Background: an optimization exercise with open tools, aiming at small area and a short achievable clock period. Do not read the settings as production practice.
Function was checked by simulation only, so behaviour that the tests miss may differ from the original.
Power is estimated from default activity; no workload was simulated. The clock port is modelled as an ideal driver; clocking choices that lean on that would not hold on a real chip.

`config.mk`:
```
export PLATFORM = sky130hd
export DESIGN_NAME = xy_frame_sequencer
export DESIGN_NICKNAME = xy_frame_sequencer
export VERILOG_FILES = /design/flow/design.v
export SDC_FILE = /design/flow/constraint.sdc
export NUM_CORES = 4
export LEC_CHECK = 0
export CAP_MARGIN = 20
export CORE_MARGIN = 2
export CORE_UTILIZATION = 58
export SLEW_MARGIN = 20
```
`design.v`:
```
package dandy_pkg;
   localparam logic [7:0] HDR_BYTE = 8'hA5;
   localparam logic [7:0] DAC_MID  = 8'h80;
   typedef struct packed {
      logic [7:0] x;
      logic [7:0] y;
   } point_t;
endpackage
module xy_point_bank (
   input  logic        clk,
   input  logic        en_i,      
   input  logic        load_i,    
   input  logic [15:0] wdata_i,
   input  logic        one_i,     
   input  logic        two_i,     
   input  logic [5:0]  inc_i,     
   output logic [15:0] head_o,
   output logic [15:0] next_o
);
   logic [15:0]        h_q, p1_q;
   logic [30:0][15:0]  s31_q;
   logic [15:0][15:0]  s16_q;
   logic [7:0][15:0]   s8_q;
   logic [3:0][15:0]   s4_q;
   logic [1:0][15:0]   s2_q;
   logic [15:0]        s1_q;
   logic [15:0]        c0, c1, c2, c3, c4, c5, c6;
   assign c0 = load_i ? wdata_i : h_q;
   assign c1 = inc_i[5] ? s31_q[0] : c0;
   assign c2 = inc_i[4] ? s16_q[0] : c1;
   assign c3 = inc_i[3] ? s8_q[0]  : c2;
   assign c4 = inc_i[2] ? s4_q[0]  : c3;
   assign c5 = inc_i[1] ? s2_q[0]  : c4;
   assign c6 = inc_i[0] ? s1_q     : c5;
   assign next_o = one_i ? c0 : p1_q;
   always_ff @(posedge clk)
      if (en_i) begin
         h_q       <= next_o;
         p1_q      <= two_i ? c0 : c6;
         s31_q     <= {c0, s31_q[30:1]};
         s16_q     <= {c1, s16_q[15:1]};
         s8_q      <= {c2, s8_q[7:1]};
         s4_q      <= {c3, s4_q[3:1]};
         s2_q      <= {c4, s2_q[1]};
         s1_q      <= c5;
      end
   assign head_o = h_q;
endmodule
module xy_frame_sequencer
#(
   parameter int          DEPTH   = 64,
   parameter int          DWELL   = 2,
   parameter logic [15:0] TIMEOUT = 16'd50000
) (
   input  logic       clk,
   input  logic       reset,
   input  logic       enable,
   input  logic       step,
   input  logic       rx_valid,
   input  logic [7:0] rx_data,
   output logic [7:0] xdac,
   output logic [7:0] ydac,
   output logic       frame_start,
   output logic       loading,
   output logic       load_err
);
   logic       st_c_q, st_x_q, st_y_q, busy_q, err_q;
   logic [5:0] rem_q;           
   logic       last_q;          
   logic       fx_q;            
   logic       cfg_q;           
   logic [15:0] wd_q;           
   logic       hdr, cnt_ok, wr_en;
   logic       ld_done;
   logic [15:0] wdata;
   assign hdr     = (rx_data == dandy_pkg::HDR_BYTE);
   assign cnt_ok  = (rx_data != 8'd0) && (rx_data <= 8'd64);
   assign wr_en   = rx_valid && st_y_q;
   assign wdata   = {wd_q[15:8], rx_data};
   always_ff @(posedge clk)
      if (reset) begin
         st_c_q <= 1'b0;
         st_x_q <= 1'b0;
         st_y_q <= 1'b0;
         busy_q <= 1'b0;
         err_q  <= 1'b0;
      end else if (rx_valid) begin
         st_c_q <= !busy_q && hdr;
         st_x_q <= (st_c_q && cnt_ok) || (st_y_q && !last_q);
         st_y_q <= st_x_q;
         busy_q <= (!busy_q && hdr) || (st_c_q && cnt_ok) || st_x_q || (st_y_q && !last_q);
         if (st_c_q) err_q <= !cnt_ok;
      end
   always_ff @(posedge clk)
      cfg_q <= rx_valid && st_x_q && fx_q;
   always_ff @(posedge clk)
      if (rx_valid) begin
         if (st_c_q) begin
            rem_q  <= 6'(rx_data - 8'd1);
            last_q <= (rx_data == 8'd1);
            fx_q   <= 1'b1;
         end
         if (st_y_q) begin
            rem_q  <= rem_q - 6'd1;
            last_q <= (rem_q == 6'd1);
            fx_q   <= 1'b0;
         end
      end
   logic       one_q [2];
   logic [5:0] inc_q [2];
   logic       two   [2];
   logic [5:0] lidx  [2];       
   for (genvar b = 0; b < 2; b++) begin : g_shape
      assign two[b]  = !one_q[b] && (inc_q[b] == 6'd0);
      assign lidx[b] = one_q[b]    ? 6'd0 :
                       inc_q[b][5] ? {1'b1, inc_q[b][4:0]} : {1'b0, inc_q[b][4:0] + 5'd1};
   end
   logic        run_q, dwell_q, act_q, swp_q, fs_q, rot_q, have_q;
   logic        a_q;            
   logic        w_q;            
   logic        i_q;            
   logic        d_q;            
   logic [5:0]  pr_q;           
   logic [15:0] rdata_q;
   logic [15:0] head [2];
   logic [15:0] nxt  [2];
   logic        lp_q, l0_act, l0_new, l_inc, es, adv, wrap, swap_ok, swap_w, swap_i, start, rd_en;
   logic        act_n;
   logic        lag_q, lag_d, act_d;
   logic        ld_q [2];       
   logic        en_q [2];       
   logic [15:0] lhead [2];      
   logic [15:0] c_act, c_new, c_done;
   assign act_n   = ~act_q;
   assign l0_act  = one_q[act_q];
   assign l0_new  = one_q[act_n];
   assign l_inc   = (pr_q == 6'd1);
   assign es      = enable && step;
   assign start   = enable && i_q;
   assign adv     = es && a_q;
   assign wrap    = es && w_q;
   assign swap_ok = swp_q && !(st_x_q || st_y_q);
   assign ld_done = rx_valid && d_q;
   assign swap_w  = wrap && (swap_ok || ld_done);
   assign swap_i  = ld_done && !have_q;
   assign rd_en   = start || adv;
   assign act_d   = act_q ^ (swap_i || swap_w);
   assign lag_d   = (rot_q || lag_q) && ld_q[act_q];
   logic [15:0] y_es, y_e;
   assign c_act   = lhead[act_q];
   assign c_new   = lhead[act_n];
   assign y_es    = w_q ? (swap_ok ? c_new : c_act) : (a_q || i_q) ? c_act : rdata_q;
   assign y_e     = i_q ? c_act : rdata_q;
   assign c_done  = fx_q ? wdata : nxt[act_n];
   always_ff @(posedge clk)
      if (cfg_q) begin
         one_q[act_n] <= (rem_q == 6'd0);
         inc_q[act_n] <= {rem_q[5], rem_q[5] ? rem_q[4:0] : rem_q[4:0] - 5'd1};
      end
   always_ff @(posedge clk)
      if (reset) begin
         run_q   <= 1'b0;
         dwell_q <= 1'b0;
         a_q     <= 1'b0;
         w_q     <= 1'b0;
         lp_q    <= 1'b0;
         i_q     <= 1'b0;
         d_q     <= 1'b0;
         pr_q    <= '0;
         act_q   <= 1'b0;
         swp_q   <= 1'b0;
         fs_q    <= 1'b0;
         rot_q   <= 1'b0;
         lag_q   <= 1'b0;
         have_q  <= 1'b0;
         rdata_q <= {dandy_pkg::DAC_MID, dandy_pkg::DAC_MID};
      end else begin
         fs_q   <= start || wrap;
         rot_q  <= rd_en;
         lag_q  <= lag_d;
         have_q <= have_q || ld_done;
         i_q    <= !run_q && (have_q ? !enable : ld_done);
         if (rx_valid) d_q <= st_x_q && last_q;
         if (start) run_q <= 1'b1;
         if (start)              dwell_q <= 1'b0;
         else if (run_q && es)   dwell_q <= !dwell_q;
         if (run_q && es) begin
            a_q <= !dwell_q;
            w_q <= !dwell_q && lp_q;
         end
         if (start)     lp_q <= l0_act;
         else if (wrap) lp_q <= (rx_valid && d_q) ? fx_q : swap_ok ? l0_new : l0_act;
         else if (adv)  lp_q <= l_inc;
         if (start)     pr_q <= lidx[act_q];
         else if (wrap) pr_q <= (rx_valid && d_q) ? (fx_q ? 6'd0 : lidx[act_n]) :
                                swap_ok ? lidx[act_n] : lidx[act_q];
         else if (adv)  pr_q <= pr_q - 6'd1;
         act_q  <= act_d;
         if (swap_w)                 swp_q <= 1'b0;
         else if (ld_done && have_q) swp_q <= 1'b1;
         if (enable) rdata_q <= !step ? y_e : (rx_valid && w_q && d_q) ? c_done : y_es;
      end
   always_ff @(posedge clk) begin
      if (rx_valid && st_x_q) wd_q[15:8] <= rx_data;
      if (wr_en)              wd_q[7:0]  <= rx_data;
   end
   for (genvar b = 0; b < 2; b++) begin : g_bank
      logic ld_d, sel1;
      assign ld_d = wr_en && (act_n == 1'(b));
      always_ff @(posedge clk) begin
         ld_q[b] <= ld_d;
         en_q[b] <= ld_d || (!reset && (rd_en || lag_d) && (act_d == 1'(b)));
      end
      assign sel1 = ld_q[b] || (lag_q && (act_q == 1'(b)));
      assign lhead[b] = sel1 ? nxt[b] : head[b];
      xy_point_bank u_bank (
         .clk     (clk),
         .en_i    (en_q[b]),
         .load_i  (ld_q[b]),
         .wdata_i (wd_q),
         .one_i   (one_q[b]),
         .two_i   (two[b]),
         .inc_i   (inc_q[b]),
         .head_o  (head[b]),
         .next_o  (nxt[b])
      );
   end
   assign xdac        = rdata_q[15:8];
   assign ydac        = rdata_q[7:0];
   assign frame_start = fs_q;
   assign loading     = busy_q;
   assign load_err    = err_q;
endmodule
```
`constraint.sdc`:
```
create_clock -name core_clock -period 9.0 [get_ports {clk}]
set_input_delay 1.8000 -clock core_clock [delete_from_list [all_inputs] [get_ports {clk}]]
set_output_delay 1.8000 -clock core_clock [all_outputs]
set_load 0.01 [all_outputs]
```
`flow/area.abc`:
```
strash
dch -f
amap
topo
```
`flow/run.sh`:
```
#!/bin/bash
# Standard ORFS layout (the standard.sh) with these changes:
#  - synthesis is the standard synthesis script, except that ABC maps the
#    logic with an area-oriented script (flow/area.abc); registers are not
#    touched by ABC, so they come out as in the standard synthesis;
#  - footprint matching off, so timing repair may resize the port buffers;
#  - port buffers start as buf_2 rather than a delay cell;
#  - setup repair aims at a tighter slack margin;
#  - CTS without dummy loads and with larger sink clusters.
set -euo pipefail
here=$(pwd)
export MY_ABC_SCRIPT=$here/flow/area.abc
{
  head -n 1 synth_recipe.tcl
  cat <<'TCL'
proc abc {args} {
  set i [lsearch -exact $args -script]
  if {$i >= 0} { lset args [expr {$i + 1}] $::env(MY_ABC_SCRIPT) }
  yosys abc {*}$args
}
TCL
  tail -n +2 synth_recipe.tcl
} > area_synth.tcl
bash standard.sh \
  SYNTH_SCRIPT=$here/area_synth.tcl \
  MATCH_CELL_FOOTPRINT=0 \
  SETUP_SLACK_MARGIN=6.05 \
  "BUFFER_PORTS_ARGS=-buffer_cell sky130_fd_sc_hd__buf_2" \
  "CTS_ARGS=-sink_clustering_enable -repair_clock_nets -sink_clustering_size 30 -sink_clustering_max_diameter 80 -buf_list sky130_fd_sc_hd__clkbuf_16 -dont_use_dummy_load" \
  finish > make_finish.log 2>&1
```
`standard.sh`:
```
#!/bin/bash
# synth_recipe.tcl (not shown) runs the flow's synth.tcl, then flattens the netlist and writes it again
# the make line also repeats each setting of config.mk as NAME=value (left out here)
make -C /OpenROAD-flow-scripts/flow DESIGN_CONFIG=/design/flow/config.mk WORK_HOME=/design/flow/orfs CLKGATE_MAP_FILE= SYNTH_SCRIPT=/design/flow/synth_recipe.tcl "${@:-finish}"
```
==> flow_metrics.tcl, run 1 <==
set metrics [dict create \
    reg2regPathDepth 12 \
    gr-usage-met3 0.0302 \
    die_h_um 348 \
    synth.avg_cell_area_um2 23.1 \
    vias 27700 \
    slew_violations 0 \
    drtIter0Drc 3127 \
    cp_top_family "flip-flops" \
    overflow 0 \
    gp_congestion 0.835 \
    netSwitchingPower_w 0.00280 \
    hpwl_mm 63.7 \
    grtUsageMet2 0.251 \
    wl_per_cell_um 23.9 \
    critPathCaptureType "output pin" \
    placed_area_um2 71200 \
    max_cap_viol_count 0 \
    rows 126 \
    min_path_type "register to register" \
    tightestPinTransition_ps 998 \
    cts_hold_buffers 0 \
    crit_path_start_kind "register" \
    worst_clock_skew_ps 70.4 \
    worst-path-max-fanout 2 \
    slew_headroom 0.334 \
    ys_types 33 \
    cts_root_buf "clkbuf_16" \
    min_period_ps 3080 \
    io_buffers 31 \
    place_ws_ps 3500 \
    core-area_um2 118000 \
    utilization 0.633 \
    layout_setup_ws_ps 5920 \
    clk_latency_ps 700 \
    yosysWarningCount 14 \
    grt_setup_unrepaired "yes" \
    p_int_w 0.0126 \
    arrival_ps 1280 \
    clock_power_share 0.283 \
    slowest_stage "dfxtp_4" \
    htreeDepth 3 \
    final_cell_mix "2086 x edfxtp_1, 143 x o22ai_1, 117 x o22a_1, 110 x nor2_1, 103 x clkinv_1" \
    power_frac_seq 0.706 \
    netlist_area_um2 68700 \
    syn-num-nets 3004 \
    worstPathCellList "buf_6" \
    drive_gt1_frac 0.0959 \
    p_comb_frac 0.010 \
    cts_tree "done" \
    met1_usage 0.314 \
    clk_path_buf_depth 3 \
    ys_seq_area_frac 0.925 \
    initial_utilization 0.583 \
    viasPerCell 5.86 \
    grtUsageTotal 0.184 \
    finalSetupTns_ps 0 \
    fin_area_um2 74500 \
    critPathMaxStageDelay_ps 450 \
    numCtsBuffers 87 \
    fillers 7870 \
    holdPathStages 0 \
    drc 0 \
    dieArea_um2 121000 \
    ir_drop_uv 165 \
    cp_num_cells 1 \
    hold_viol 0 \
    crit_required_ps 7200 \
    grt_pass1_vias 26400 \
    ys_seq_elements 2131 \
    p_total_w 0.0154 \
    status "complete, no violations" \
    diodes 0 \
    dr.pass1.iters 5 \
    p_sw_frac 0.181 \
    ant_nets 0 \
    period_share 0.342 \
    grt_max_degree 213 \
    syn_inst 2979 \
    worst-path-buf-inv 1 \
    io_pins 32 \
    clkSinkCount 2131 \
    fin_nets 3217 \
    finalWirelength_mm 113 \
    setup_viol 0 \
    area_growth_syn_to_layout_pct 8.44 \
    critPathKind "register to output pin" \
    antenna_found_initial 6 \
    grt_pass1_wl_mm 167 \
    async_flop_share 0 \
    leakage_nw 22.7 \
    fp.dieW_um 348 \
    ys.flop_type "edfxtp_1" \
    powerDensity_nw_per_um2 207 \
    layout_commonest_cell "edfxtp_1" \
    clk_pin_slew_worst_paths_ps 100 \
    max_freq_mhz 325 \
    grt-busiest-layer "met1" \
    synth_edf_count 2086 \
]
cells in the mapped netlist (20+ instances only):
cell type	number	area share
a21oi_1	87	0.0063
a22o_1	42	0.0054
a22oi_1	40	0.0044
clkinv_1	128	0.0070
dfxtp_1	45	0.013
edfxtp_1	2086	0.91
nand2_1	30	0.0016
nor2_1	116	0.0063
o21ai_0	23	0.0017
o221a_1	20	0.0033
o22a_1	117	0.015
o22ai_1	171	0.016
routing by layer:
| layer | wire (um) | vias up |
|---|---|---|
| met5 | 43 | - |
| met4 | 2450 | 6 |
| met3 | 5600 | 151 |
| met2 | 47800 | 700 |
| met1 | 57100 | 14400 |
| li1 | - | 12500 |
cells by family (layout without fill, tap and decap cells):
| kind of cell | count (synthesis) | count (layout) | share of synthesized area |
|---|---|---|---|
| flops | 2131 | 2131 | 0.925 |
| compound gates | 533 | 533 | 0.0554 |
| simple gates | 175 | 175 | 0.0104 |
| buf+inv | 128 | 339 | 0.00699 |
| fa+ha+maj | 12 | 12 | 0.00219 |
power groups by stage:
| stage | Sequential (W) | Combinational (W) | Clock [W] |
|---|---|---|---|
| after detailed placement | 0.0111 | 0.000147 | 0 |
| after floorplan | 0.0112 | 0.0000482 | 0 |
| final | 0.0109 | 0.000161 | 0.00438 |
| after global routing | 0.0109 | 0.000175 | 0.00486 |
| after global placement | 0.0111 | 0.000141 | 0 |
| after CTS | 0.0109 | 0.000160 | 0.00457 |
cell type report:
cell class,instances,area (um^2),area share
repair buffers,123,1230,0.0165
repair inverters,1,7.51,0.000101
clock buffers,87,2180,0.0292
well taps,1536,1920,0.0258
multi-input cells,720,4980,0.0669
flip-flops and latches,2131,63600,0.854
inverters,128,567,0.00761
timing repair:
| action | CTS | global route |
|---|---|---|
| resized for setup | 124 | 25 |
| setup buffers | 45 | 9 |
| pin swaps | 2 | 1 |
| endpoints found under the setup margin | 731 | 522 |
| cloned | 1 | 0 |
stage by stage:
| step | hold WS [ps] | std cells |
|---|---|---|
| 4_1_cts | 379 | 4716 |
| 2_1_floorplan | 400 | 2979 |
| 5_1_grt | 390 | 4726 |
| 3_3_place_gp | 400 | 4582 |
| 3_5_place_dp | 405 | 4583 |
| 6_report | 384 | 4726 |
state kept, by name, summed over array words and instances, names as in the netlist, 6 cells and up:
name / flops
g_bank.u_bank.s2_q: 64
g_bank.u_bank.h_q: 32
g_bank.u_bank.s31_q: 992
pr_q: 6
g_bank.u_bank.s8_q: 256
rem_q: 6
g_bank.u_bank.s16_q: 512
wd_q: 16
g_bank.u_bank.s4_q: 128
inc_q: 12
g_bank.u_bank.s1_q: 32
rdata_q: 16
g_bank.u_bank.p1_q: 32
final timing paths:
check / from / end / slack (ps)
max: rdata_q[2]$_SDFFE_PP0P_ / ydac[2] / 5920
min: g_bank[0].u_bank.s31_q[245]$_DFFE_PP_ / g_bank[0].u_bank.s31_q[229]$_DFFE_PP_ / 380
max reg2reg: ld_q[1]$_DFF_P_ / g_bank[1].u_bank.p1_q[7]$_DFFE_PP_ / 6170
min reg2reg: g_bank[0].u_bank.s31_q[245]$_DFFE_PP_ / g_bank[0].u_bank.s31_q[229]$_DFFE_PP_ / 380
==> inputs of run 2 (changes only) <==
--- a/config.mk
+++ b/config.mk
@@ -8,4 +8,4 @@
 export CAP_MARGIN = 20
 export CORE_MARGIN = 2
-export CORE_UTILIZATION = 58
+export CORE_UTILIZATION = 55
 export SLEW_MARGIN = 20
==> run 2 against run 1 <==
- die area increased by 5.4%
- critical path depth unchanged
- worst hold slack got worse by 3.9 ps
- global-route usage decreased by 0.52 points
- largest cell class unchanged
- final area increased by 0.48%
- sequential share of layout area decreased by 0.40 points
- first-iteration DRC count decreased by 2.2%
- via count increased by 0.59%
- maximum frequency increased by 3.7%
- wire length increased by 1.8%
- largest power group unchanged
- clock power about the same
==> flow_metrics.tcl, run 2 <==
set metrics [dict create \
    fillers 8518 \
    dp_cells 4683 \
    netlist_area_um2 68700 \
    cp_top_family "flip-flops" \
    layout_commonest_cell "edfxtp_1" \
    status "complete, no violations" \
    top_regs "g_bank.u_bank.s31_q: 992 flops, g_bank.u_bank.s16_q: 512 flops, g_bank.u_bank.s8_q: 256 flops" \
    ys_seq_area_frac 0.925 \
    numCtsBuffers 88 \
    clk_latency_ps 710 \
    max_freq_mhz 337 \
    final_cells 4843 \
    drc 0 \
    min_path_type "register to register" \
    dieArea_um2 128000 \
    core-area_um2 124000 \
    largest-register "g_bank.u_bank.s31_q" \
    powerDensity_nw_per_um2 206 \
    slowest_stage "dfxtp_4" \
    synth_area_leaders "edfxtp_1 91%, o22ai_1 1.6%, o22a_1 1.5%, dfxtp_1 1.3%, clkinv_1 0.70%" \
    fin_area_um2 74900 \
    ir_drop_uv 152 \
    critPathKind "register to output pin" \
    antenna_found_initial 9 \
    worst-path-max-fanout 2 \
    cts_hold_buffers 0 \
    worst-path-buf-inv 1 \
    async_flop_share 0 \
    ys.flop_type "edfxtp_1" \
    finalWirelength_mm 115 \
    placed_area_um2 71300 \
    slew_headroom 0.351 \
    initial_utilization 0.555 \
    layout_setup_ws_ps 6030 \
    synth_most_common_cell "edfxtp_1" \
    reg2regPathDepth 11 \
    netlist.area_leader.share 0.912 \
    fp.dieW_um 357 \
    cp_num_cells 1 \
    synth.avg_cell_area_um2 23.1 \
    min_period_ps 2970 \
    crit_path_start_kind "register" \
    ys_seq_elements 2131 \
    setup_viol 0 \
    place_ws_ps 3560 \
    io_pins 32 \
    tightestPinTransition_ps 974 \
    die_h_um 357 \
    grt_max_degree 206 \
    htreeDepth 3 \
    wl_per_cell_um 23.8 \
    grt_setup_unrepaired "yes" \
    rows 129 \
    gp_congestion 0.854 \
    worstPathCellList "buf_6" \
    clkSinkCount 2131 \
    cts_tree "done" \
    critPathCaptureType "output pin" \
    overflow 0 \
    grt_pass1_vias 27000 \
    critPathMaxStageDelay_ps 410 \
    drive_gt1_frac 0.0992 \
    largest_reg_flops 992 \
    syn-num-nets 3004 \
    dr.pass1.iters 5 \
    yosysWarningCount 14 \
    drtIter0Drc 3057 \
    max_cap_viol_count 0 \
    fin_nets 3232 \
    finalSetupTns_ps 0 \
    holdPathStages 0 \
    hold_viol 0 \
    arrival_ps 1170 \
    synth_top_cell_by_area "edfxtp_1" \
    ys_types 33 \
    cts_root_buf "clkbuf_16" \
    period_share 0.329 \
    final_cell_mix "2086 x edfxtp_1, 142 x o22ai_1, 117 x o22a_1, 112 x nor2_1, 103 x clkinv_1" \
    synth_edf_count 2086 \
    clk_path_buf_depth 3 \
    synth_top_cells_by_count "2086 x edfxtp_1, 171 x o22ai_1, 128 x clkinv_1" \
    grtUsageTotal 0.179 \
    clk_pin_slew_worst_paths_ps 80 \
    leakage_nw 22.8 \
    vias 27900 \
    crit_required_ps 7200 \
    ant_nets 0 \
    hpwl_mm 64.6 \
    slew_violations 0 \
    grt_pass1_wl_mm 170 \
    worst_clock_skew_ps 81.6 \
    area_growth_syn_to_layout_pct 8.97 \
    syn_inst 2979 \
    viasPerCell 5.76 \
    io_buffers 31 \
]
run 2: what timing repair did:
item	in CTS	in global routing
gates resized for setup	129	32
cloned	3	3
buffers inserted	27	38
pin swaps	1	2
setup endpoints to repair	1135	964
run 2: cells by family (layout without fill, tap and decap cells):
group	after synthesis	after routing	synth area share
flip-flops	2131	2131	0.925
AO/OA/AOI/OAI	533	533	0.0554
AND/OR/NAND/NOR	175	176	0.0104
buffers and inverters	128	353	0.00699
adder cells (fa/ha/maj)	12	12	0.00219
other	0	1	0
run 2: routing by layer:
metal,share of wire,track usage
met1,0.50,0.300
met3,0.046,0.0276
met2,0.43,0.246
met4,0.028,0.0512
met5,0.00055,0
run 2: where the power goes:
| group | internal [W] | leakage (nW) | switching (W) |
|---|---|---|---|
| clock network | 0.00176 | 1.08 | 0.00262 |
| registers | 0.0109 | 19.2 | 0.0000388 |
| logic | 0.0000373 | 2.46 | 0.000120 |
run 2: final cells by class:
| cell class | count | area (um^2) | area share |
|---|---|---|---|
| well taps | 1637 | 2050 | 0.0274 |
| repair buffers | 136 | 1400 | 0.0187 |
| flip-flops and latches | 2131 | 63600 | 0.850 |
| repair inverters | 1 | 7.51 | 0.000100 |
| inverters | 128 | 574 | 0.00767 |
| multi-input cells | 721 | 5010 | 0.0669 |
| clock buffers | 88 | 2200 | 0.0294 |
| diodes | 1 | 2.50 | 0.0000334 |
run 2: metrics by stage:
| stage | hold WS (ps) | total power (W) | util |
|---|---|---|---|
| 2_1_floorplan | 400 | 0.0113 | - |
| 4_1_cts | 372 | 0.0157 | 0.600 |
| 5_1_grt | 373 | 0.0160 | 0.605 |
| 3_3_place_gp | 400 | 0.0113 | 0.576 |
| 3_5_place_dp | 405 | 0.0113 | 0.576 |
| 6_report | 380 | 0.0154 | 0.605 |
run 2: worst paths after layout:
kind                                         to                                start  slack (ps)
min reg2reg  g_bank[1].u_bank.s2_q[4]$_DFFE_PP_  g_bank[1].u_bank.s2_q[20]$_DFFE_PP_         380
max reg2reg  g_bank[0].u_bank.p1_q[6]$_DFFE_PP_                      ld_q[0]$_DFF_P_        6110
max                                     ydac[6]              rdata_q[6]$_SDFFE_PP0P_        6030
min          g_bank[1].u_bank.s2_q[4]$_DFFE_PP_  g_bank[1].u_bank.s2_q[20]$_DFFE_PP_         380
==> inputs of run 3 (changes only) <==
--- a/flow/run.sh
+++ b/flow/run.sh
@@ -27,4 +27,4 @@
   SETUP_SLACK_MARGIN=6.05 \
   "BUFFER_PORTS_ARGS=-buffer_cell sky130_fd_sc_hd__buf_2" \
-  "CTS_ARGS=-sink_clustering_enable -repair_clock_nets -sink_clustering_size 30 -sink_clustering_max_diameter 80 -buf_list sky130_fd_sc_hd__clkbuf_16 -dont_use_dummy_load" \
+  "CTS_ARGS=-sink_clustering_enable -repair_clock_nets -sink_clustering_size 26 -sink_clustering_max_diameter 80 -buf_list sky130_fd_sc_hd__clkbuf_16 -dont_use_dummy_load" \
   finish > make_finish.log 2>&1
==> run 3 against run 2 <==
- still clean on timing, DRC and antenna
- power grew 1.3%
- non-clock buffer count shrank 1
- critical path depth is the same
- clock power grew 5%
- register-to-register slack gained 30 ps
- worst setup slack lost 26 ps
- largest cell class unchanged
- largest power group unchanged
==> flow_metrics.tcl, run 3 <==
set metrics [dict create \
    status "complete, no violations" \
    numCtsBuffers 96 \
    dieArea_um2 128000 \
    synth.avg_cell_area_um2 23.1 \
    clkSinkCount 2131 \
    area_growth_syn_to_layout_pct 9.20 \
    clk_pin_slew_worst_paths_ps 100 \
    largest-register "g_bank.u_bank.s31_q" \
    ir_drop_uv 183 \
    largest_reg_flops 992 \
    cp_top_family "flip-flops" \
    cts_root_buf "clkbuf_16" \
    finalWirelength_mm 115 \
    antenna_found_initial 10 \
    yosysWarningCount 14 \
    layout_setup_ws_ps 6010 \
    synth_top_cell_by_area "edfxtp_1" \
    place_ws_ps 3560 \
    leakage_nw 22.9 \
    critPathMaxStageDelay_ps 410 \
    min_period_ps 2990 \
    drive_gt1_frac 0.102 \
    gp_congestion 0.854 \
    crit_path_start_kind "register" \
    rr_endpoint "rdata_q[11]$_SDFFE_PP0P_" \
    grtUsageTotal 0.179 \
    max_freq_mhz 334 \
    htreeDepth 3 \
    top_regs "g_bank.u_bank.s31_q: 992 flops, g_bank.u_bank.s16_q: 512 flops, g_bank.u_bank.s8_q: 256 flops" \
    synth_most_common_cell "edfxtp_1" \
    cts_hold_buffers 0 \
    worst-path-buf-inv 1 \
    ys_seq_area_frac 0.925 \
    ant_nets 0 \
    synth_top_cells_by_count "2086 x edfxtp_1, 171 x o22ai_1, 128 x clkinv_1" \
    initial_utilization 0.555 \
    finalSetupTns_ps 0 \
    setup_viol 0 \
    reg2regPathDepth 9 \
    syn_inst 2979 \
    slew_violations 0 \
    grt_max_degree 206 \
    worst-path-max-fanout 2 \
    drtIter0Drc 3023 \
    core-area_um2 124000 \
    fp.dieW_um 357 \
    grt_pass1_wl_mm 170 \
    ys_types 33 \
    overflow 0 \
    crit_required_ps 7200 \
    ys_seq_elements 2131 \
    grt_pass1_vias 27100 \
    p_total_w 0.0156 \
    min_path_type "register to register" \
    slowest_stage "dfxtp_4" \
    async_flop_share 0 \
    io_buffers 31 \
    r2r_slack_ps 6140 \
    ys.flop_type "edfxtp_1" \
    synth_area_leaders "edfxtp_1 91%, o22ai_1 1.6%, o22a_1 1.5%, dfxtp_1 1.3%, clkinv_1 0.70%" \
    rows 129 \
    tightestPinTransition_ps 1090 \
    netlist.area_leader.share 0.912 \
    utilization 0.606 \
    die_h_um 357 \
    dr.pass1.iters 5 \
    fin_nets 3238 \
    period_share 0.332 \
    netlist_area_um2 68700 \
    max_cap_viol_count 0 \
    clk_latency_ps 720 \
    layout_commonest_cell "edfxtp_1" \
    r2r_start "ld_q[0]$_DFF_P_" \
    worstPathCellList "buf_6" \
    viasPerCell 5.76 \
    powerDensity_nw_per_um2 209 \
    drc 0 \
    final_cell_mix "2086 x edfxtp_1, 139 x o22ai_1, 117 x o22a_1, 112 x nor2_1, 104 x clkinv_1" \
    syn-num-nets 3004 \
    worst_clock_skew_ps 86.1 \
    arrival_ps 1190 \
    slew_headroom 0.273 \
    vias 27900 \
    grt_setup_unrepaired "yes" \
    cp_num_cells 1 \
    startpoint "rdata_q[6]$_SDFFE_PP0P_" \
    wl_per_cell_um 23.7 \
    synth_edf_count 2086 \
    clk_path_buf_depth 3 \
    io_pins 32 \
    cts_tree "done" \
    hpwl_mm 64.6 \
    fin_hold_ws_ps 383 \
    critPathKind "register to output pin" \
    critPathCaptureType "output pin" \
    hold_viol 0 \
    endpoint "ydac[6]" \
]
## run 3: final cells by class
cell class                      count  area (um^2)
Timing Repair Buffer              135         1360
Sequential cell                  2131        63600
Multi-Input combinational cell    720         5010
Clock buffer                       96         2400
Antenna cell                        2         5.00
Timing Repair inverter              1         7.51
Tap cell                         1637         2050
Fill cell                        8510        48800
Inverter                          128          567
## run 3: report_power, final
part	switching [W]	leakage, nW	internal (W)
registers	0.0000395	19.2	0.0109
logic	0.000120	2.44	0.0000372
clock network	0.00267	1.18	0.00191
## run 3: kinds of logic (layout without fill, tap and decap cells)
family / Yosys count / after routing / synth area share
buf+inv: 128 / 360 / 0.00699
flops: 2131 / 2131 / 0.925
compound gates: 533 / 533 / 0.0554
other cells: 0 / 2 / 0
simple gates: 175 / 175 / 0.0104
fa+ha+maj: 12 / 12 / 0.00219
## run 3: how the worst min path moves through the flow
stage                                                     start                                    end  slack [ps]  depth (start not counted)
after floorplan            g_bank[0].u_bank.s16_q[16]$_DFFE_PP_    g_bank[0].u_bank.s16_q[0]$_DFFE_PP_         400                          0
after global placement      g_bank[1].u_bank.s4_q[32]$_DFFE_PP_    g_bank[1].u_bank.s4_q[16]$_DFFE_PP_         400                          0
after detailed placement  g_bank[0].u_bank.s16_q[153]$_DFFE_PP_  g_bank[0].u_bank.s16_q[137]$_DFFE_PP_         400                          0
after CTS                  g_bank[0].u_bank.s31_q[30]$_DFFE_PP_   g_bank[0].u_bank.s31_q[14]$_DFFE_PP_         370                          0
after global routing       g_bank[0].u_bank.s31_q[30]$_DFFE_PP_   g_bank[0].u_bank.s31_q[14]$_DFFE_PP_         370                          0
final                       g_bank[1].u_bank.s4_q[20]$_DFFE_PP_     g_bank[1].u_bank.s4_q[4]$_DFFE_PP_         380                          0
## run 3: stage by stage
| stage | area (um^2) | std cells |
|---|---|---|
| finish | 75000 | 4850 |
| global route | 75000 | 4849 |
| CTS | 74400 | 4806 |
| detailed placement | 71300 | 4683 |
| global placement | 71300 | 4683 |
| floorplan | 68700 | 2979 |
## run 3: what timing repair did
| item | CTS | global route |
|---|---|---|
| buffers inserted | 25 | 40 |
| pin swaps | 0 | 2 |
| cloned | 2 | 2 |
| setup endpoints to repair | 1042 | 917 |
| gates resized for setup | 119 | 44 |
## run 3: per-layer routing
metal  part of all wire  global-route usage  vias up
met5            0.00054                   0        -
met4              0.024              0.0542       10
met3              0.051              0.0260      179
li1                   -                   -    12500
met1               0.50               0.298    14600
met2               0.43               0.247      699
==> inputs of run 4 (changes only) <==
--- a/flow/run.sh
+++ b/flow/run.sh
@@ -27,4 +27,4 @@
   SETUP_SLACK_MARGIN=6.05 \
   "BUFFER_PORTS_ARGS=-buffer_cell sky130_fd_sc_hd__buf_2" \
-  "CTS_ARGS=-sink_clustering_enable -repair_clock_nets -sink_clustering_size 26 -sink_clustering_max_diameter 80 -buf_list sky130_fd_sc_hd__clkbuf_16 -dont_use_dummy_load" \
+  "CTS_ARGS=-sink_clustering_enable -repair_clock_nets -sink_clustering_size 30 -sink_clustering_max_diameter 80 -buf_list {sky130_fd_sc_hd__clkbuf_8 sky130_fd_sc_hd__clkbuf_16} -dont_use_dummy_load" \
   finish > make_finish.log 2>&1
==> run 4 against run 3 <==
- sequential share of layout area rose by 0.18 points
- flip-flop and latch count did not move
- worst hold slack got worse by 2.3 ps
- cell count fell by 0.14%
- final area decreased by 0.21%
- die area is the same
- combinational power about the same
- via count decreased by 0.25%
- maximum frequency is 0.89% higher
- utilization decreased by 0.13 points
- largest power group unchanged
- largest cell class unchanged
- clock skew decreased by 4.4 ps
==> flow_metrics.tcl, run 4 <==
set metrics [dict create \
    worst_clock_skew_ps 81.6 \
    crit_required_ps 7200 \
    slew_headroom 0.351 \
    grt_pass1_wl_mm 170 \
    clkSinkCount 2131 \
    vias 27900 \
    ys_seq_elements 2131 \
    cts_hold_buffers 0 \
    worst-path-max-fanout 2 \
    viasPerCell 5.76 \
    critPathKind "register to output pin" \
    dp_cells 4683 \
    cts_root_buf "clkbuf_16" \
    grt_setup_unrepaired "yes" \
    clk_pin_slew_worst_paths_ps 80 \
    largest_reg_flops 992 \
    hold_viol 0 \
    area_growth_syn_to_layout_pct 8.97 \
    netlist_area_um2 68700 \
    final_cells 4843 \
    synth_edf_count 2086 \
    top_regs "g_bank.u_bank.s31_q: 992 flops, g_bank.u_bank.s16_q: 512 flops, g_bank.u_bank.s8_q: 256 flops" \
    p_comb_frac 0.010 \
    drtIter0Drc 3057 \
    drive_gt1_frac 0.0992 \
    rr_endpoint "g_bank[0].u_bank.p1_q[6]$_DFFE_PP_" \
    synth_top_cell_by_area "edfxtp_1" \
    period_share 0.329 \
    power_frac_seq 0.706 \
    finalSetupTns_ps 0 \
    ir_drop_uv 152 \
    dr.pass1.iters 5 \
    rows 129 \
    ant_nets 0 \
    hpwl_mm 64.6 \
    ys.flop_type "edfxtp_1" \
    htreeDepth 3 \
    clk_latency_ps 710 \
    crit_path_start_kind "register" \
    place_ws_ps 3560 \
    grtUsageTotal 0.179 \
    cp_num_cells 1 \
    clock_power_share 0.284 \
    slew_violations 0 \
    min_from "g_bank[1].u_bank.s2_q[20]$_DFFE_PP_" \
    grt_pass1_vias 27000 \
    max_freq_mhz 337 \
    p_int_w 0.0127 \
    critPathCaptureType "output pin" \
    yosysWarningCount 14 \
    layout_commonest_cell "edfxtp_1" \
    overflow 0 \
    syn_inst 2979 \
    powerDensity_nw_per_um2 206 \
    netSwitchingPower_w 0.00278 \
    worst-path-buf-inv 1 \
    io_pins 32 \
    die_h_um 357 \
    largest-register "g_bank.u_bank.s31_q" \
    synth_top_cells_by_count "2086 x edfxtp_1, 171 x o22ai_1, 128 x clkinv_1" \
    startpoint "rdata_q[6]$_SDFFE_PP0P_" \
    ys_types 33 \
    async_flop_share 0 \
    max_cap_viol_count 0 \
    gp_congestion 0.854 \
    netlist.area_leader.share 0.912 \
    tightestPinTransition_ps 974 \
    leakage_nw 22.8 \
    synth.avg_cell_area_um2 23.1 \
    cp_top_family "flip-flops" \
    drc 0 \
    io_buffers 31 \
    grt_max_degree 206 \
    core-area_um2 124000 \
    synth_most_common_cell "edfxtp_1" \
    min_path_type "register to register" \
    r2r_start "ld_q[0]$_DFF_P_" \
    min_period_ps 2970 \
    wl_per_cell_um 23.8 \
    critPathMaxStageDelay_ps 410 \
    dieArea_um2 128000 \
    reg2regPathDepth 11 \
    layout_setup_ws_ps 6030 \
    finalWirelength_mm 115 \
    initial_utilization 0.555 \
    setup_viol 0 \
    worstPathCellList "buf_6" \
    numCtsBuffers 88 \
    final_cell_mix "2086 x edfxtp_1, 142 x o22ai_1, 117 x o22a_1, 112 x nor2_1, 103 x clkinv_1" \
    antenna_found_initial 9 \
    status "complete, no violations" \
    fin_nets 3232 \
    cts_tree "done" \
    synth_area_leaders "edfxtp_1 91%, o22ai_1 1.6%, o22a_1 1.5%, dfxtp_1 1.3%, clkinv_1 0.70%" \
    syn-num-nets 3004 \
    r2r_slack_ps 6110 \
    endpoint "ydac[6]" \
    p_sw_frac 0.180 \
    fp.dieW_um 357 \
    slowest_stage "dfxtp_4" \
    ys_seq_area_frac 0.925 \
    arrival_ps 1170 \
    clk_path_buf_depth 3 \
]
-- run 4: power by group through the flow --
stage / Sequential [W] / Clock, W / Combinational [W]
after floorplan: 0.0112 / 0 / 0.0000482
after global placement: 0.0111 / 0 / 0.000140
after detailed placement: 0.0111 / 0 / 0.000145
after CTS: 0.0109 / 0.00460 / 0.000151
after global routing: 0.0109 / 0.00491 / 0.000174
final: 0.0109 / 0.00438 / 0.000158
-- run 4: layer usage --
layer  share of wire  global-route usage  up-vias
li1                -                   -    12500
met2            0.43               0.246      646
met5         0.00055                   0        -
met1            0.50               0.300    14500
met3           0.046              0.0276      175
met4           0.028              0.0512       10
-- run 4: logic make-up (layout without fill, tap and decap cells) --
logic type | count (synthesis) | in the layout | synth area share
adder cells (fa/ha/maj) | 12 | 12 | 0.00219
AND/OR/NAND/NOR | 175 | 176 | 0.0104
other | 0 | 1 | 0
flip-flops | 2131 | 2131 | 0.925
AO/OA/AOI/OAI | 533 | 533 | 0.0554
buffers and inverters | 128 | 353 | 0.00699
-- run 4: worst min path at each step --
stage / to / cells after the start / slack [ps]
floorplan: g_bank[0].u_bank.s16_q[0]$_DFFE_PP_ / 0 / 400
detailed placement: g_bank[0].u_bank.s16_q[137]$_DFFE_PP_ / 0 / 400
global route: g_bank[1].u_bank.s2_q[4]$_DFFE_PP_ / 0 / 370
finish: g_bank[1].u_bank.s2_q[4]$_DFFE_PP_ / 0 / 380
CTS: g_bank[1].u_bank.s2_q[4]$_DFFE_PP_ / 0 / 370
global placement: g_bank[1].u_bank.s4_q[16]$_DFFE_PP_ / 0 / 400
-- run 4: final cells by class --
type                            instances  area (um^2)
Antenna cell                            1         2.50
Clock buffer                           88         2200
Fill cell                            8518        48900
Inverter                              128          574
Multi-Input combinational cell        721         5010
Sequential cell                      2131        63600
Tap cell                             1637         2050
Timing Repair Buffer                  136         1400
Timing Repair inverter                  1         7.51
-- run 4: repair_timing --
item                       in CTS  in global routing
pin swaps                       1                  2
cloned                          3                  3
resized for setup             129                 32
setup buffers                  27                 38
setup endpoints to repair    1135                964
-- run 4: stage by stage --
stage | hold WS (ps) | util | total power (W) | cell area [um^2]
final | 380 | 0.605 | 0.0154 | 74900
after global routing | 373 | 0.605 | 0.0160 | 74900
after CTS | 372 | 0.600 | 0.0157 | 74300
after detailed placement | 405 | 0.576 | 0.0113 | 71300
after global placement | 400 | 0.576 | 0.0113 | 71300
after floorplan | 400 | - | 0.0113 | 68700
==> inputs of run 5 (changes only) <==
--- a/flow/run.sh
+++ b/flow/run.sh
@@ -27,4 +27,4 @@
   SETUP_SLACK_MARGIN=6.05 \
   "BUFFER_PORTS_ARGS=-buffer_cell sky130_fd_sc_hd__buf_2" \
-  "CTS_ARGS=-sink_clustering_enable -repair_clock_nets -sink_clustering_size 30 -sink_clustering_max_diameter 80 -buf_list {sky130_fd_sc_hd__clkbuf_8 sky130_fd_sc_hd__clkbuf_16} -dont_use_dummy_load" \
+  "CTS_ARGS=-sink_clustering_enable -repair_clock_nets -sink_clustering_size 28 -sink_clustering_max_diameter 75 -buf_list sky130_fd_sc_hd__clkbuf_16 -dont_use_dummy_load" \
   finish > make_finish.log 2>&1
==> run 5 against run 4 <==
- wire length up 0.13%
- first-iteration DRC count is 2.2% higher
- flip-flop and latch count unchanged
- combinational power hardly changed
- final area up 0.45%
- worst hold slack got worse by 11 ps
- clock skew rose by 14 ps
- maximum frequency down 0.73%
- synthesized cell count unchanged
- via count is 0.49% higher
- non-clock buffer count unchanged
- die area did not move
- critical path type unchanged
- largest cell class unchanged
==> flow_metrics.tcl, run 5 <==
set metrics [dict create \
    status "complete, no violations" \
    synth_area_leaders "edfxtp_1 91%, o22ai_1 1.6%, o22a_1 1.5%, dfxtp_1 1.3%, clkinv_1 0.70%" \
    cp_top_family "flip-flops" \
    numCtsBuffers 101 \
    power_frac_seq 0.693 \
    cts_hold_buffers 0 \
    syn-num-nets 3004 \
    vias 28000 \
    p_comb_frac 0.010 \
    worst_clock_skew_ps 95.3 \
    leakage_nw 22.9 \
    clk_pin_slew_worst_paths_ps 90 \
    setup_viol 0 \
    final_cell_mix "2086 x edfxtp_1, 140 x o22ai_1, 117 x o22a_1, 111 x nor2_1, 104 x clkbuf_16" \
    wl_per_cell_um 23.7 \
    min_period_ps 2990 \
    finalWirelength_mm 115 \
    worst-path-max-fanout 2 \
    fin_nets 3245 \
    viasPerCell 5.77 \
    reg2regPathDepth 11 \
    tightestPinTransition_ps 986 \
    rows 129 \
    synth_top_cell_by_area "edfxtp_1" \
    period_share 0.332 \
    io_pins 32 \
    crit_path_start_kind "register" \
    min_path_type "register to register" \
    fillers 8499 \
    yosysWarningCount 14 \
    critPathCaptureType "output pin" \
    netlist_area_um2 68700 \
    cts_root_buf "clkbuf_16" \
    powerDensity_nw_per_um2 210 \
    synth_edf_count 2086 \
    largest_reg_flops 992 \
    slowest_stage "dfxtp_4" \
    drive_gt1_frac 0.104 \
    gp_congestion 0.854 \
    top_regs "g_bank.u_bank.s31_q: 992 flops, g_bank.u_bank.s16_q: 512 flops, g_bank.u_bank.s8_q: 256 flops" \
    largest-register "g_bank.u_bank.s31_q" \
    ys_seq_elements 2131 \
    hpwl_mm 64.6 \
    slew_headroom 0.343 \
    holdPathStages 0 \
    p_sw_frac 0.181 \
    crit_required_ps 7200 \
    cp_num_cells 1 \
    io_buffers 31 \
    clk_latency_ps 730 \
    finalSetupTns_ps 0 \
    grt_pass1_wl_mm 171 \
    p_int_w 0.0129 \
    drc 0 \
    synth_most_common_cell "edfxtp_1" \
    ys_types 33 \
    grtUsageTotal 0.180 \
    area_growth_syn_to_layout_pct 9.46 \
    max_cap_viol_count 0 \
    grt_pass1_vias 27100 \
    ant_nets 0 \
    overflow 0 \
    drtIter0Drc 3125 \
    fin_area_um2 75200 \
    clock_power_share 0.297 \
    dieArea_um2 128000 \
    die_h_um 357 \
    clk_path_buf_depth 3 \
    netlist.area_leader.share 0.912 \
    ys_seq_area_frac 0.925 \
    worstPathCellList "buf_6" \
    ir_drop_uv 166 \
    critPathMaxStageDelay_ps 370 \
    max_freq_mhz 335 \
    slew_violations 0 \
    netSwitchingPower_w 0.00284 \
    arrival_ps 1190 \
    clkSinkCount 2131 \
    placed_area_um2 71300 \
    dr.pass1.iters 5 \
    cts_tree "done" \
    worst-path-buf-inv 1 \
    synth.avg_cell_area_um2 23.1 \
    grt_max_degree 206 \
    htreeDepth 3 \
    hold_viol 0 \
    async_flop_share 0 \
    utilization 0.607 \
    core-area_um2 124000 \
    ys.flop_type "edfxtp_1" \
    synth_top_cells_by_count "2086 x edfxtp_1, 171 x o22ai_1, 128 x clkinv_1" \
    initial_utilization 0.555 \
    syn_inst 2979 \
    layout_commonest_cell "edfxtp_1" \
    grt_setup_unrepaired "yes" \
    fp.dieW_um 357 \
    antenna_found_initial 9 \
    critPathKind "register to output pin" \
]
==> run 5: cell types whose count changed in the layout (fill, tap and decap cells not counted), moves of 2 or more <==
cell,delta
buf_12,+2
clkbuf_16,+12
nor2_2,+2
o22ai_4,+2
o22ai_1,-2
==> run 5: cells by family (layout without fill, tap and decap cells) <==
logic type	Yosys count	count (layout)	synth area share
fa+ha+maj	12	12	0.00219
other cells	0	1	0
compound gates	533	533	0.0554
simple gates	175	176	0.0104
flops	2131	2131	0.925
buf+inv	128	366	0.00699
==> run 5: worst paths after layout <==
kind | from | end | slack, ps
setup reg to reg | ld_q[0]$_DFF_P_ | g_bank[0].u_bank.p1_q[6]$_DFFE_PP_ | 6120
setup / recovery | err_q$_SDFFE_PP0P_ | load_err | 6010
hold reg to reg | g_bank[0].u_bank.s31_q[328]$_DFFE_PP_ | g_bank[0].u_bank.s31_q[312]$_DFFE_PP_ | 370
hold / removal | g_bank[0].u_bank.s31_q[328]$_DFFE_PP_ | g_bank[0].u_bank.s31_q[312]$_DFFE_PP_ | 370
==> run 5: metal layers <==
metal  vias up  share of wire  GRT usage
met2       677           0.42      0.245
met5         -        0.00050          0
met3       190          0.047     0.0288
met1     14600           0.50      0.301
met4        10          0.027     0.0545
li1      12500              -          -
==> run 5: timing repair <==
action,in CTS,in global routing
gates cloned,3,2
pin swaps,1,2
setup buffers,25,41
endpoints found under the setup margin,1212,908
resized for setup,124,40
==> run 5: cell type report <==
| cell class | instances | area [um^2] | share of cell area |
|---|---|---|---|
| Clock buffer | 101 | 2530 | 0.0336 |
| Inverter | 128 | 574 | 0.00764 |
| Tap cell | 1637 | 2050 | 0.0272 |
| Antenna cell | 1 | 2.50 | 0.0000333 |
| Timing Repair inverter | 1 | 7.51 | 0.0000998 |
| Timing Repair Buffer | 136 | 1380 | 0.0184 |
| Multi-Input combinational cell | 721 | 5030 | 0.0669 |
| Sequential cell | 2131 | 63600 | 0.846 |
==> run 5: stage by stage <==
stage	setup WS [ps]	power [W]	hold slack [ps]	instances
after global routing	5930	0.0163	395	4856
after CTS	5850	0.0160	366	4812
final	6010	0.0158	369	4856
after floorplan	1260	0.0113	400	2979
after global placement	3670	0.0113	400	4683
after detailed placement	3560	0.0113	405	4683
==> run 5: power by group through the flow <==
stage	registers (W)	logic (W)	clock network [W]
floorplan	0.0112	0.0000482	0
global placement	0.0111	0.000140	0
detailed placement	0.0111	0.000145	0
CTS	0.0109	0.000148	0.00490
global route	0.0109	0.000173	0.00522
finish	0.0109	0.000157	0.00468
==> inputs of run 6 (changes only) <==
--- a/flow/run.sh
+++ b/flow/run.sh
@@ -27,4 +27,4 @@
   SETUP_SLACK_MARGIN=6.05 \
   "BUFFER_PORTS_ARGS=-buffer_cell sky130_fd_sc_hd__buf_2" \
-  "CTS_ARGS=-sink_clustering_enable -repair_clock_nets -sink_clustering_size 28 -sink_clustering_max_diameter 75 -buf_list sky130_fd_sc_hd__clkbuf_16 -dont_use_dummy_load" \
+  "CTS_ARGS=-sink_clustering_enable -repair_clock_nets -sink_clustering_size 30 -sink_clustering_max_diameter 90 -buf_list sky130_fd_sc_hd__clkbuf_16 -dont_use_dummy_load" \
   finish > make_finish.log 2>&1
==> run 6 against run 5 <==
- power shrank 2.5%
- still clean
- maximum frequency grew 1.2%
- worst setup slack gained 35 ps
- largest cell class unchanged
- first-iteration DRC count shrank 0.16%
- non-clock buffer count shrank 13
- die area is the same
==> flow_metrics.tcl, run 6 <==
set metrics [dict create \
    overflow 0 \
    async_flop_share 0 \
    crit_required_ps 7200 \
    cts_tree "done" \
    vias 27800 \
    drive_gt1_frac 0.0938 \
    synthMuxAreaShare 0 \
    synth-compound-area-share 0.0554 \
    synth_area_leaders "edfxtp_1 91%, o22ai_1 1.6%, o22a_1 1.5%, dfxtp_1 1.3%, clkinv_1 0.70%" \
    setup_viol 0 \
    status "complete, no violations" \
    largest_reg_flops 992 \
    die_h_um 357 \
    ant_nets 0 \
    ys_types 33 \
    min_period_ps 2950 \
    ir_drop_uv 149 \
    fin_area_um2 74600 \
    min_path_type "register to register" \
    max_cap_viol_count 0 \
    critPathKind "register to output pin" \
    finalSetupTns_ps 0 \
    final_cell_mix "2086 x edfxtp_1, 143 x o22ai_1, 117 x o22a_1, 112 x nor2_1, 104 x clkinv_1" \
    yosys.area_share.simple 0.0104 \
    yosys.area_share.xor_xnor 0 \
    finalWirelength_mm 114 \
    dr.pass1.iters 6 \
    powerDensity_nw_per_um2 206 \
    synth.avg_cell_area_um2 23.1 \
    viasPerCell 5.77 \
    hpwl_mm 64.6 \
    cp_top_family "flip-flops" \
    fin_nets 3213 \
    rows 129 \
    cts_hold_buffers 0 \
    slew_violations 0 \
    cts_root_buf "clkbuf_16" \
    grtUsageTotal 0.178 \
    crit_path_start_kind "register" \
    worst-path-max-fanout 2 \
    io_buffers 31 \
    yosysWarningCount 14 \
    gp_congestion 0.854 \
    syn-num-nets 3004 \
    layout_commonest_cell "edfxtp_1" \
    largest-register "g_bank.u_bank.s31_q" \
    wl_per_cell_um 23.7 \
    numCtsBuffers 83 \
    placed_area_um2 71300 \
    grt_setup_unrepaired "yes" \
    clk_pin_slew_worst_paths_ps 100 \
    utilization 0.602 \
    grt_max_degree 206 \
    period_share 0.328 \
    tightestPinTransition_ps 1010 \
    synth_top_family_by_area "compound AO/OA/AOI/OAI gates" \
    synth_top_cells_by_count "2086 x edfxtp_1, 171 x o22ai_1, 128 x clkinv_1" \
    p_total_w 0.0154 \
    clk_path_buf_depth 3 \
    initial_utilization 0.555 \
    syn_inst 2979 \
    top_regs "g_bank.u_bank.s31_q: 992 flops, g_bank.u_bank.s16_q: 512 flops, g_bank.u_bank.s8_q: 256 flops" \
    io_pins 32 \
    worstPathCellList "buf_6" \
    dieArea_um2 128000 \
    netlist.area_leader.share 0.912 \
    synth_top_cell_by_area "edfxtp_1" \
    grt_pass1_wl_mm 170 \
    ys_seq_elements 2131 \
    area_growth_syn_to_layout_pct 8.57 \
    fp.dieW_um 357 \
    ys_seq_area_frac 0.925 \
    hold_viol 0 \
    clk_latency_ps 690 \
    critPathCaptureType "output pin" \
    drtIter0Drc 3120 \
    netlist_area_um2 68700 \
    grt_pass1_vias 26800 \
    arrival_ps 1150 \
    core-area_um2 124000 \
    synth_most_common_cell "edfxtp_1" \
    synthAdderAreaFrac 0.00219 \
    worst_clock_skew_ps 88.6 \
    drc 0 \
    critPathMaxStageDelay_ps 410 \
    slew_headroom 0.326 \
    synth_edf_count 2086 \
    worst-path-buf-inv 1 \
    htreeDepth 3 \
    slowest_stage "dfxtp_4" \
    clkSinkCount 2131 \
    antenna_found_initial 10 \
    max_freq_mhz 339 \
    leakage_nw 22.6 \
    ys.flop_type "edfxtp_1" \
]
## run 6: through the flow
step | hold slack, ps | cells | setup slack, ps
after global placement | 400 | 4683 | 3670
after CTS | 379 | 4789 | 5960
after floorplan | 400 | 2979 | 1260
final | 394 | 4824 | 6050
after global routing | 386 | 4824 | 5940
after detailed placement | 405 | 4683 | 3560
## run 6: layout make-up
class / count / area [um^2]
Sequential cell: 2131 / 63600
Fill cell: 8554 / 49200
Clock buffer: 83 / 2080
Inverter: 128 / 563
Tap cell: 1637 / 2050
Timing Repair Buffer: 123 / 1280
Timing Repair inverter: 1 / 7.51
Multi-Input combinational cell: 720 / 4980
Antenna cell: 1 / 2.50
## run 6: final timing paths
path	cells past startpoint	slack, ps	start	endpoint
setup / recovery	1	6050	rdata_q[6]$_SDFFE_PP0P_	ydac[6]
hold / removal	0	390	g_bank[0].u_bank.s31_q[405]$_DFFE_PP_	g_bank[0].u_bank.s31_q[389]$_DFFE_PP_
setup reg to reg	9	6080	inc_q[1][0]$_DFFE_PP_	pr_q[1]$_SDFFE_PP0P_
hold reg to reg	0	390	g_bank[0].u_bank.s31_q[405]$_DFFE_PP_	g_bank[0].u_bank.s31_q[389]$_DFFE_PP_
## run 6: what timing repair did
item                       4_1_cts  5_1_grt
pin swaps                        0        2
setup buffers                   21       32
resized for setup              124       35
setup endpoints to repair     1073      902
cloned                           2        2
## run 6: cell families (layout without fill, tap and decap cells)
kind of cell | count (synthesis) | after routing
flip-flops | 2131 | 2131
AO/OA/AOI/OAI | 533 | 533
AND/OR/NAND/NOR | 175 | 175
buffers and inverters | 128 | 335
adder cells (fa/ha/maj) | 12 | 12
other | 0 | 1
## run 6: where the power goes
part	switching, W	total, W	leakage (nW)	internal, W
logic	0.000119	0.000156	2.39	0.0000366
registers	0.0000394	0.0109	19.2	0.0109
clock network	0.00262	0.00429	1.02	0.00167
## run 6: per-layer routing
| layer | wire (um) | up-vias | track usage |
|---|---|---|---|
| met5 | 65 | - | 0 |
| met4 | 2860 | 10 | 0.0496 |
| met3 | 5820 | 177 | 0.0282 |
| met2 | 48400 | 675 | 0.244 |
| met1 | 57300 | 14500 | 0.300 |
| li1 | - | 12400 | - |
## run 6: worst register-to-register path, stage by stage (launching register included)
cell and delay [ps]:
edfxtp_1 330, buf_4 340, clkinvlp_4 400, buf_4 300, ha_1 310, o221a_1 260
o22ai_1 300, a21oi_1 130, a311oi_1 300, a211oi_1 90

==> static timing again, ports no longer ideal <==
In the flow no input, the clock included, has a driving cell. The finished layouts below were timed again as built, in two steps. Step 1 assumes that a clkbuf_16 drives the clock port and a buf_2 every other input. Step 2 adds t to the input delays and takes it off the output delays; t is the mean of the earliest and latest rising clock arrival at the registers after step 1. Input paths then give back, and output paths get back, about the clock's delay inside the block. Three values: ideal ports, drivers, drivers and shift; two values: the first two.
run	shift t [ns]	setup WS [ns]	hold slack, ns	pins driven straight from the clock port
run 1	0.737	5.925 / 5.855 / 5.442	0.384 / 0.384 / 0.384	1
run 2	0.738	6.035 / 5.960 / 5.397	0.380 / 0.380 / 0.380	1
run 3	0.750	6.008 / 5.935 / 5.411	0.383 / 0.383 / 0.383	1
run 4	0.738	6.035 / 5.960 / 5.397	0.380 / 0.380 / 0.380	1
run 5	0.755	6.013 / 5.943 / 5.398	0.369 / 0.369 / 0.369	1
run 6	0.727	6.048 / 5.974 / 5.353	0.394 / 0.394 / 0.394	1
After both steps every run listed still meets setup and hold. The setup slack of run 6, which loses most, moves by -0.074 ns with the drivers and by -0.695 ns with both steps.
